Source: an optimization exercise on an open RTL-to-GDS flow (aim: small area). Production flows keep margins and buffers that such runs may drop.
At most, simulation tests tie the RTL to the original design; equivalence was not proved.

==> run a: inputs <==
==> flow/design.v <==
module rv_core #(
  parameter logic [31:0] BOOT_PC = '0
) (
  input  logic        clk,
  input  logic        rst,
  output logic [31:0] imem_addr_o,
  input  logic [31:0] imem_data_i,
  output logic [31:0] trace_pc_o,
  output logic [31:0] trace_insn_o,
  output logic [1:0]  trace_status_o,
  output logic        wb_we_o,
  output logic [4:0]  wb_rd_o,
  output logic [31:0] wb_data_o
);
  logic [31:2] pc;
  always_ff @(posedge clk) begin
    if (rst) pc <= BOOT_PC[31:2];
    else     pc <= pc + 30'd1;
  end
  assign imem_addr_o = {pc, 2'b00};
  logic [31:0] insn1, insn2, insn3, insn4;
  logic        v1, v2, v3, v4;
  always_ff @(posedge clk) begin
    insn1 <= imem_data_i;
    insn2 <= insn1;
    insn3 <= insn2;
    insn4 <= insn3;
  end
  always_ff @(posedge clk) begin
    v1 <= !rst;
    v2 <= !rst && v1;
    v3 <= !rst && v2;
    v4 <= !rst && v3;
  end
  logic [31:0] regs [1:31];
  logic [2:0]  f3;
  logic [4:0]  rd3, shamt;
  logic        legal3;
  assign rd3    = insn3[11:7];
  assign f3     = insn3[14:12];
  assign shamt  = insn3[24:20];
  assign legal3 = (insn3[6:0] == 7'b0110111) ||
                  (insn3[6:0] == 7'b0010011 &&
                   !(f3 == 3'b101 && (insn3[31] || insn3[29:25] != 5'd0)));
  logic [31:0] result;
  logic [4:0]  rs1_2;
  logic [31:0] rdata;
  logic        fwd;
  logic [31:0] op_q;
  assign rs1_2 = insn2[19:15];
  always_comb begin
    rdata = '0;
    for (int i = 1; i < 32; i++) rdata = rdata | ({32{rs1_2 == 5'(i)}} & regs[i]);
  end
  assign fwd = v3 && legal3 && (rd3 == rs1_2) && (rd3 != 5'd0);
  always_ff @(posedge clk) op_q <= fwd ? result : rdata;
  logic [31:0] a;
  logic [31:0] imm;
  assign a   = op_q;
  assign imm = {{20{insn3[31]}}, insn3[31:20]};
  logic        left;
  logic [31:0] sh_in, sr, shl;
  assign left = !f3[2];
  always_comb begin
    for (int k = 0; k < 32; k++) sh_in[k] = left ? a[31-k] : a[k];
  end
  assign sr = 32'($signed({insn3[30] & !left & a[31], sh_in}) >>> shamt);
  always_comb begin
    for (int k = 0; k < 32; k++) shl[k] = sr[31-k];
  end
  logic        sub;
  logic [32:0] sum;
  logic        lt;
  logic [12:0] lo;
  logic        ub;
  logic [32:12] c, any1, all1;
  assign sub = f3[1];
  logic [11:0] b_lo;
  logic [12:0] gp_g [5];
  logic [12:0] gp_p [5];
  assign b_lo = sub ? ~imm[11:0] : imm[11:0];
  always_comb begin
    gp_g[0] = {a[11:0] & b_lo, sub};
    gp_p[0] = {a[11:0] ^ b_lo, 1'b0};
    for (int l = 0; l < 4; l++) begin
      for (int i = 0; i < 13; i++) begin
        if (((i >> l) & 1) == 1) begin
          gp_g[l+1][i] = gp_g[l][i] | (gp_p[l][i] & gp_g[l][((i >> l) << l) - 1]);
          gp_p[l+1][i] = gp_p[l][i] & gp_p[l][((i >> l) << l) - 1];
        end else begin
          gp_g[l+1][i] = gp_g[l][i];
          gp_p[l+1][i] = gp_p[l][i];
        end
      end
    end
  end
  assign lo = {gp_g[4][12], gp_p[0][12:1] ^ gp_g[4][11:0]};
  assign ub  = imm[31] ^ sub;
  always_comb begin
    any1[12] = 1'b0;
    all1[12] = 1'b1;
    for (int i = 12; i < 32; i++) begin
      any1[i+1] = any1[i] | a[i];
      all1[i+1] = all1[i] & a[i];
    end
    for (int i = 12; i <= 32; i++) c[i] = ub ? (lo[12] | any1[i]) : (lo[12] & all1[i]);
  end
  assign sum = {c[32], a[31:12] ^ {20{ub}} ^ c[31:12], lo[11:0]};
  assign lt  = f3[0] ? !sum[32] : ((a[31] ^ imm[31]) ? a[31] : sum[31]);
  logic [31:0] lu;
  assign lu = (a & imm & {32{f3[1]}}) | ((a ^ imm) & {32{!f3[0]}});
  logic        s_lui, s_add, s_lt, s_lu, s_sh;
  logic [31:0] sh_out;
  assign sh_out = left ? shl : sr;
  assign s_lui  = insn3[2];   
  assign s_add  = !insn3[2] && f3 == 3'b000;
  assign s_lt   = !insn3[2] && f3[2:1] == 2'b01;
  assign s_lu   = !insn3[2] && f3[2] && f3[1:0] != 2'b01;
  assign s_sh   = !insn3[2] && f3[1:0] == 2'b01;
  assign result = ({32{s_lui}} & {insn3[31:12], 12'b0}) | ({32{s_add}} & sum[31:0]) |
                  ({32{s_lu}} & lu) | ({32{s_sh}} & sh_out) | {31'd0, s_lt & lt};
  logic        ok4;
  logic [31:0] res_q;
  always_ff @(posedge clk) begin
    res_q <= result;
    ok4   <= legal3;
  end
  logic        we3;
  logic [31:0] wdata;
  assign we3   = v3 && legal3;
  assign wdata = rst ? 32'd0 : result;
  always_ff @(posedge clk) begin
    for (int i = 1; i < 32; i++) begin
      if (rst || (we3 && rd3 == 5'(i))) regs[i] <= wdata;
    end
  end
  logic [31:2] ret_pc;
  assign ret_pc         = pc - 30'd4;
  assign trace_pc_o     = v4 ? {ret_pc, 2'b00} : 32'd0;
  assign trace_insn_o   = v4 ? insn4 : 32'd0;
  assign trace_status_o = !v4 ? 2'd0 : ok4 ? 2'd1 : 2'd2;
  assign wb_we_o        = v4 && ok4;
  assign wb_rd_o        = insn4[11:7];
  assign wb_data_o      = res_q;
endmodule
==> flow/run.sh <==
#!/bin/bash
# synth_recipe.tcl (not shown) runs the flow's synth.tcl, then flattens the netlist and writes it again
# the make line also repeats each setting of config.mk as NAME=value (left out here)
make -C /OpenROAD-flow-scripts/flow DESIGN_CONFIG=/design/flow/config.mk WORK_HOME=/design/flow/orfs CLKGATE_MAP_FILE= SYNTH_SCRIPT=/design/flow/synth_recipe.tcl finish
==> flow/config.mk <==
export PLATFORM = sky130hd
export DESIGN_NAME = rv_core
export DESIGN_NICKNAME = rv_core
export VERILOG_FILES = /design/flow/design.v
export SDC_FILE = /design/flow/constraint.sdc
export NUM_CORES = 4
export LEC_CHECK = 0
export ABC_AREA = 0
export CAP_MARGIN = 20
export CORE_MARGIN = 2
export CORE_UTILIZATION = 55
export CTS_CLUSTER_DIAMETER = 80
export CTS_CLUSTER_SIZE = 24
export SLEW_MARGIN = 20
==> flow/constraint.sdc <==
create_clock -name core_clock -period 6.0 [get_ports {clk}]
set_input_delay 1.2000 -clock core_clock [delete_from_list [all_inputs] [get_ports {clk}]]
set_output_delay 1.2000 -clock core_clock [all_outputs]
set_load 0.01 [all_outputs]
==> run b (differences from run a) <==
==> flow/design.v, changed modules only <==
module rv_core #(
  parameter logic [31:0] BOOT_PC = '0
) (
  input  logic        clk,
  input  logic        rst,
  output logic [31:0] imem_addr_o,
  input  logic [31:0] imem_data_i,
  output logic [31:0] trace_pc_o,
  output logic [31:0] trace_insn_o,
  output logic [1:0]  trace_status_o,
  output logic        wb_we_o,
  output logic [4:0]  wb_rd_o,
  output logic [31:0] wb_data_o
);
  logic [31:2] pc;
  always_ff @(posedge clk) begin
    if (rst) pc <= BOOT_PC[31:2];
    else     pc <= pc + 30'd1;
  end
  assign imem_addr_o = {pc, 2'b00};
  logic [31:0] insn1, insn2, insn3, insn4;
  logic        v1, v2, v3, v4;
  always_ff @(posedge clk) begin
    insn1 <= imem_data_i;
    insn2 <= insn1;
    insn3 <= insn2;
    insn4 <= insn3;
  end
  always_ff @(posedge clk) begin
    v1 <= !rst;
    v2 <= !rst && v1;
    v3 <= !rst && v2;
    v4 <= !rst && v3;
  end
  logic [31:0] regs [1:31];
  logic [4:0]  rs1_2;
  logic [31:0] rdata;
  logic [31:0] op_q;
  assign rs1_2 = insn2[19:15];
  always_comb begin
    rdata = '0;
    for (int i = 1; i < 32; i++) rdata = rdata | ({32{rs1_2 == 5'(i)}} & regs[i]);
  end
  always_ff @(posedge clk) op_q <= rdata;
  logic [2:0]  f3;
  logic [4:0]  rd3, rs1_3, shamt;
  logic        legal3;
  assign rd3    = insn3[11:7];
  assign f3     = insn3[14:12];
  assign rs1_3  = insn3[19:15];
  assign shamt  = insn3[24:20];
  assign legal3 = (insn3[6:0] == 7'b0110111) ||
                  (insn3[6:0] == 7'b0010011 &&
                   !(f3 == 3'b101 && (insn3[31] || insn3[29:25] != 5'd0)));
  logic        ok4;
  logic [31:0] res_q;
  logic        fwd;
  logic [31:0] a;
  assign fwd = v4 && ok4 && (insn4[11:7] == rs1_3) && (rs1_3 != 5'd0);
  assign a   = fwd ? res_q : op_q;
  logic [31:0] imm;
  logic [31:0] result;
  assign imm = {{20{insn3[31]}}, insn3[31:20]};
  logic        left;
  logic [31:0] sh_in, sr, shl;
  assign left = !f3[2];
  always_comb begin
    for (int k = 0; k < 32; k++) sh_in[k] = left ? a[31-k] : a[k];
  end
  assign sr = 32'($signed({insn3[30] & !left & a[31], sh_in}) >>> shamt);
  always_comb begin
    for (int k = 0; k < 32; k++) shl[k] = sr[31-k];
  end
  logic        sub;
  logic [32:0] sum;
  logic        lt;
  assign sub = f3[1];
  assign sum = {1'b0, a} + {1'b0, sub ? ~imm : imm} + {32'd0, sub};
  assign lt  = f3[0] ? !sum[32] : ((a[31] ^ imm[31]) ? a[31] : sum[31]);
  logic [31:0] lu;
  assign lu = (a & imm & {32{f3[1]}}) | ((a ^ imm) & {32{!f3[0]}});
  logic        s_lui, s_add, s_lt, s_lu, s_sh;
  logic [31:0] sh_out;
  assign sh_out = left ? shl : sr;
  assign s_lui  = insn3[2];   
  assign s_add  = !insn3[2] && f3 == 3'b000;
  assign s_lt   = !insn3[2] && f3[2:1] == 2'b01;
  assign s_lu   = !insn3[2] && f3[2] && f3[1:0] != 2'b01;
  assign s_sh   = !insn3[2] && f3[1:0] == 2'b01;
  assign result = ({32{s_lui}} & {insn3[31:12], 12'b0}) | ({32{s_add}} & sum[31:0]) |
                  ({32{s_lu}} & lu) | ({32{s_sh}} & sh_out) | {31'd0, s_lt & lt};
  always_ff @(posedge clk) begin
    res_q <= result;
    ok4   <= legal3;
  end
  logic        we3;
  logic [31:0] wdata;
  assign we3   = v3 && legal3;
  assign wdata = rst ? 32'd0 : result;
  always_ff @(posedge clk) begin
    for (int i = 1; i < 32; i++) begin
      if (rst || (we3 && rd3 == 5'(i))) regs[i] <= wdata;
    end
  end
  logic [31:2] ret_pc;
  assign ret_pc         = pc - 30'd4;
  assign trace_pc_o     = v4 ? {ret_pc, 2'b00} : 32'd0;
  assign trace_insn_o   = v4 ? insn4 : 32'd0;
  assign trace_status_o = !v4 ? 2'd0 : ok4 ? 2'd1 : 2'd2;
  assign wb_we_o        = v4 && ok4;
  assign wb_rd_o        = insn4[11:7];
  assign wb_data_o      = res_q;
endmodule
- CTS_CLUSTER_DIAMETER: 80 -> 100
- CTS_CLUSTER_SIZE: 24 -> 30
==> qor summary <==
item	run b	run a
Fin Clk Skew	51.1 ps	97.6 ps
Top cell type's share of synthesized area	59.0%	60.8%
Number of clock buffers in the layout	86	102
Non-CTS buffers	354	302
Required @ worst endpoint	6370 ps	4800 ps
Synth Area in XOR/XNOR	1.61%	1.16%
Outcome	no timing/DRC/antenna violations	no timing/DRC/antenna violations
Core Region	91,400 um^2	88,400 um^2
Post-placement setup slack	236 ps	1390 ps
DIE AREA	94,200 um^2	91,500 um^2
Delay contributed by the slowest stage of the critical path	870 ps	730 ps
Setup slack of the worst register-to-register path	230 ps	1240 ps
Complex-gate fraction of the synthesized area	15.9%	12.5%
Function not checked in run b: the RTL went through the layout flow alone.

## re-timing with driven ports
Ports are ideal in the flow. The routed layouts listed here were re-timed in OpenROAD.
Step 1 assumes that a clkbuf_16 drives the clock port and a buf_2 every other input.
Step 2 adds t to the input delays and takes it off the output delays; t is the mean of the earliest and latest rising clock arrival at the registers after step 1. Input paths then give back, and output paths get back, about the clock's delay inside the block.
Slacks: ideal ports / drivers / drivers and shift; pairs: ideal ports / drivers.
run	shift t [ns]	slack for setup (ns)	worst setup path after step 2	worst register clock-pin slew, ns	cell pins on the clock port's net
run a	0.766	0.969 / 0.901 / 1.236	register to register	0.10 / 0.10	1
run b	0.756	0.229 / 0.229 / 0.229	register to register	0.12 / 0.12	1
After both steps every run listed still meets setup and hold.
